Source: an optimization exercise on an open RTL-to-GDS flow (aim: small area, a short achievable clock period and few clock cycles per item). Production flows keep margins and buffers that such runs may drop.
In this exercise RTL edits were held to simulation tests only and were not proved equivalent to the original.

== before ==
## indexed_insert_delete_list
module indexed_insert_delete_list #(
   parameter int CAPACITY = iidl_pkg::CAPACITY_DEF
) (
   input  logic                           clock,
   input  logic                           reset,
   input  logic                           req_valid,
   output logic                           req_ready,
   input  logic [iidl_pkg::OPCODE_W-1:0]  req_opcode,
   input  logic [iidl_pkg::POS_W-1:0]     req_position,
   input  logic [iidl_pkg::DATA_W-1:0]    req_value,
   output logic                           rsp_valid,
   input  logic                           rsp_ready,
   output logic [iidl_pkg::DATA_W-1:0]    rsp_read_value,
   output logic [iidl_pkg::STATUS_W-1:0]  rsp_status,
   output logic [iidl_pkg::LEN_W-1:0]     rsp_length
);
==> flow/config.mk <==
export PLATFORM = sky130hd
export DESIGN_NAME = indexed_insert_delete_list
export DESIGN_NICKNAME = indexed_insert_delete_list
export VERILOG_FILES = /design/flow/design.v
export SDC_FILE = /design/flow/constraint.sdc
export NUM_CORES = 4
export LEC_CHECK = 0
export CAP_MARGIN = 25
export CELL_PAD_IN_SITES_DETAIL_PLACEMENT = 1
export CELL_PAD_IN_SITES_GLOBAL_PLACEMENT = 2
export CORE_MARGIN = 2
export CORE_UTILIZATION = 28
export CTS_CLUSTER_DIAMETER = 70
export CTS_CLUSTER_SIZE = 24
export PLACE_DENSITY = 0.4
export SETUP_SLACK_MARGIN = 2.4
export SLEW_MARGIN = 20
export TNS_END_PERCENT = 20
==> flow/constraint.sdc <==
create_clock -name core_clock -period 5.0 [get_ports {clock}]
set_input_delay 1.0000 -clock core_clock [delete_from_list [all_inputs] [get_ports {clock}]]
set_output_delay 1.0000 -clock core_clock [all_outputs]
set_load 0.01 [all_outputs]
standard.sh (not shown) runs the stock make flow with config.mk's settings and CLKGATE_MAP_FILE= SYNTH_SCRIPT=/design/flow/synth_recipe.tcl, a recipe that flattens the netlist after the stock synthesis.
==> flow/flow/run.sh <==
#!/bin/bash
# The standard layout, with the port buffers made of buf_4 cells instead of the
# default choice (a delay buffer) so that the output ports are driven quickly.
set -euo pipefail
export BUFFER_PORTS_ARGS="-buffer_cell sky130_fd_sc_hd__buf_4"
bash standard.sh > standard_flow.log 2>&1
Testbench counts of before, summed over its fixed seeds: cycles 4,824, items 4,800.
Setup changes, before to after
--- a/flow/design.v
+++ b/flow/design.v
@@ -21,22 +21,21 @@
 endpackage
 import iidl_pkg::*;
 module iidl_cell (
    input  logic                         clock,
    input  logic                         sel_left,
    input  logic                         sel_ins,
    input  logic                         sel_right,
+   input  logic                         sel_hold,
    input  logic [iidl_pkg::DATA_W-1:0]  ins_value,
    input  logic [iidl_pkg::DATA_W-1:0]  left_value,
    input  logic [iidl_pkg::DATA_W-1:0]  right_value,
    output logic [iidl_pkg::DATA_W-1:0]  value
 );
    logic [DATA_W-1:0] value_ff;
-   logic              sel_hold;
-   assign sel_hold = !(sel_left || sel_ins || sel_right);
    always_ff @(posedge clock) begin
       value_ff <= ({DATA_W{sel_left}}  & left_value)
                 | ({DATA_W{sel_ins}}   & ins_value)
                 | ({DATA_W{sel_right}} & right_value)
                 | ({DATA_W{sel_hold}}  & value_ff);
    end
    assign value = value_ff;
@@ -89,15 +88,15 @@
    logic [CAPACITY:1]   s0_lt_ff;        
    logic [CAPACITY-1:0] s0_eq_ff;        
    logic                s0_lt_n_ff;      
    logic                s0_le_n_ff;      
    logic [CNT_W-1:0]    count_next;
    logic [CMP_W-1:0]    eff_pos;         
    logic                ready_ff;         
-   logic                f_insert_ff, f_delete_ff;
+   logic                f_insert_ff, f_delete_ff, f_modify_ff;
    logic                apply_next, full_next;
    logic [OPCODE_W-1:0] op_next;
    logic                s2_valid_ff;
    logic [GROUPS-1:0][DATA_W-1:0] s2_group_ff, group_in;
    logic                s2_hit_ff, s2_ones_ff;
    logic [STATUS_W-1:0] s2_status_ff;
    logic [LEN_W-1:0]    s2_len_ff;
@@ -107,15 +106,15 @@
    logic                s0_load, adv, go, out_free, next_s0_valid, next_skid_valid;
    logic [CMP_W-1:0]    count_ext;
    logic                is_read, is_front, is_append, is_insert, is_delete;
    logic                full, pos_lt_n, pos_le_n, ins_ok, del_ok;
    logic [STATUS_W-1:0] status_in;
    logic [DATA_W-1:0]   read_value, rd_value;
    logic [CAPACITY-1:0] pos_eq, pos_lt;
-   logic [CAPACITY-1:0] sel_left, sel_ins, sel_right;
+   logic [CAPACITY-1:0] sel_left, sel_ins, sel_right, sel_hold;
    logic [CAPACITY-1:0][DATA_W-1:0] cell_values;
    assign adv       = !skid_valid_ff;
    assign go        = s0_valid_ff && adv;
    assign out_free  = !out_valid_ff || rsp_ready;
    assign req_ready = ready_ff;
    assign s0_load   = !(s0_valid_ff && skid_valid_ff);
    always_ff @(posedge clock) begin
@@ -167,14 +166,19 @@
       end else begin : g_lti
          assign pos_lt[i] = s0_lt_ff[i];
       end
       assign pos_eq[i]    = s0_eq_ff[i];
       assign sel_ins[i]   = f_insert_ff && pos_eq[i];
       assign sel_left[i]  = f_insert_ff && pos_lt[i];
       assign sel_right[i] = f_delete_ff && s0_lt_ff[i+1] && (i != CAPACITY - 1);
+      if (i == CAPACITY - 1) begin : g_hold_last
+         assign sel_hold[i] = !(f_insert_ff && s0_lt_ff[i+1]);
+      end else begin : g_hold
+         assign sel_hold[i] = !(f_modify_ff && s0_lt_ff[i+1]);
+      end
    end
    for (genvar i = 0; i < CAPACITY; i++) begin : g_cell
       logic [DATA_W-1:0] left_value, right_value;
       if (i == 0) begin : g_first
          assign left_value = '0;
       end else begin : g_left
          assign left_value = cell_values[i-1];
@@ -185,14 +189,15 @@
          assign right_value = cell_values[i+1];
       end
       iidl_cell u_cell (
          .clock       (clock),
          .sel_left    (sel_left[i]),
          .sel_ins     (sel_ins[i]),
          .sel_right   (sel_right[i]),
+         .sel_hold    (sel_hold[i]),
          .ins_value   (s0_value_ff),
          .left_value  (left_value),
          .right_value (right_value),
          .value       (cell_values[i])
       );
    end
    iidl_read_tree #(
@@ -232,25 +237,29 @@
    assign eff_pos         = (req_opcode == OP_APPEND) ? CMP_W'(count_next)
                           : (req_opcode == OP_FRONT)  ? '0 : CMP_W'(req_position);
    assign full_next       = (count_next >= CNT_W'(CAPACITY));
    always_ff @(posedge clock) begin
       if (reset) begin
          ready_ff      <= 1'b1;
          f_insert_ff   <= 1'b0;
+         f_modify_ff   <= 1'b0;
          f_delete_ff   <= 1'b0;
          s0_valid_ff   <= 1'b0;
          s2_valid_ff   <= 1'b0;
          count_ff      <= '0;
          out_valid_ff  <= 1'b0;
          skid_valid_ff <= 1'b0;
       end else begin
          ready_ff    <= !next_s0_valid || !next_skid_valid;
          f_insert_ff <= apply_next && !full_next
                         && (op_next == OP_INSERT || op_next == OP_APPEND || op_next == OP_FRONT);
          f_delete_ff <= apply_next && (op_next == OP_DELETE);
+         f_modify_ff <= apply_next && ((!full_next && (op_next == OP_INSERT || op_next == OP_APPEND
+                                                       || op_next == OP_FRONT))
+                                       || op_next == OP_DELETE);
          s0_valid_ff <= next_s0_valid;
          if (go) begin
             count_ff <= count_in;
          end
          if (adv) begin
             s2_valid_ff <= s0_valid_ff;
          end
--- outcome ---
- after ended with every stage complete and zero timing, DRC or antenna violations.
- Post-placement cell count for after: about 12% up relative to before
- As far as count of flip-flops and latches is concerned, before and after perform about the same.
- after against before: maximum fanout encountered on the critical timing path decreased by 21 relative to the old numbers, area added between synthesis and finish decreased by 1.6 points relative to the old numbers.
- Diff before -> after: setup slack increased 0.039 ns, measured slew at the worst slew-check pin decreased 0.011 ns.
Testbench counts of after, summed over its fixed seeds: cycles 4,824, items 4,800.

separate check: timing with driven ports:
In the flow no input, the clock included, has a driving cell. The finished layouts below were timed again as built, in two steps. Step 1 assumes that a clkbuf_16 drives the clock port and a buf_2 every other input. Step 2 also shifts input and output timing later by t, the mid clock arrival at the registers, as if the neighbouring blocks saw the same clock. Slacks: ideal / step 1 / step 2; pairs: ideal / step 1.
run | t, ns | setup WS [ns] | slew at the worst register clock pin (ns)
before | 1.108 | 2.071 / 2.071 / 1.590 | 0.10 / 0.10
after | 1.123 | 2.110 / 2.024 / 1.681 | 0.10 / 0.10
After both steps setup and hold are still met in every run listed. For before, which loses most, drivers alone change the setup slack by 0.000 ns; drivers and shift together by -0.481 ns.
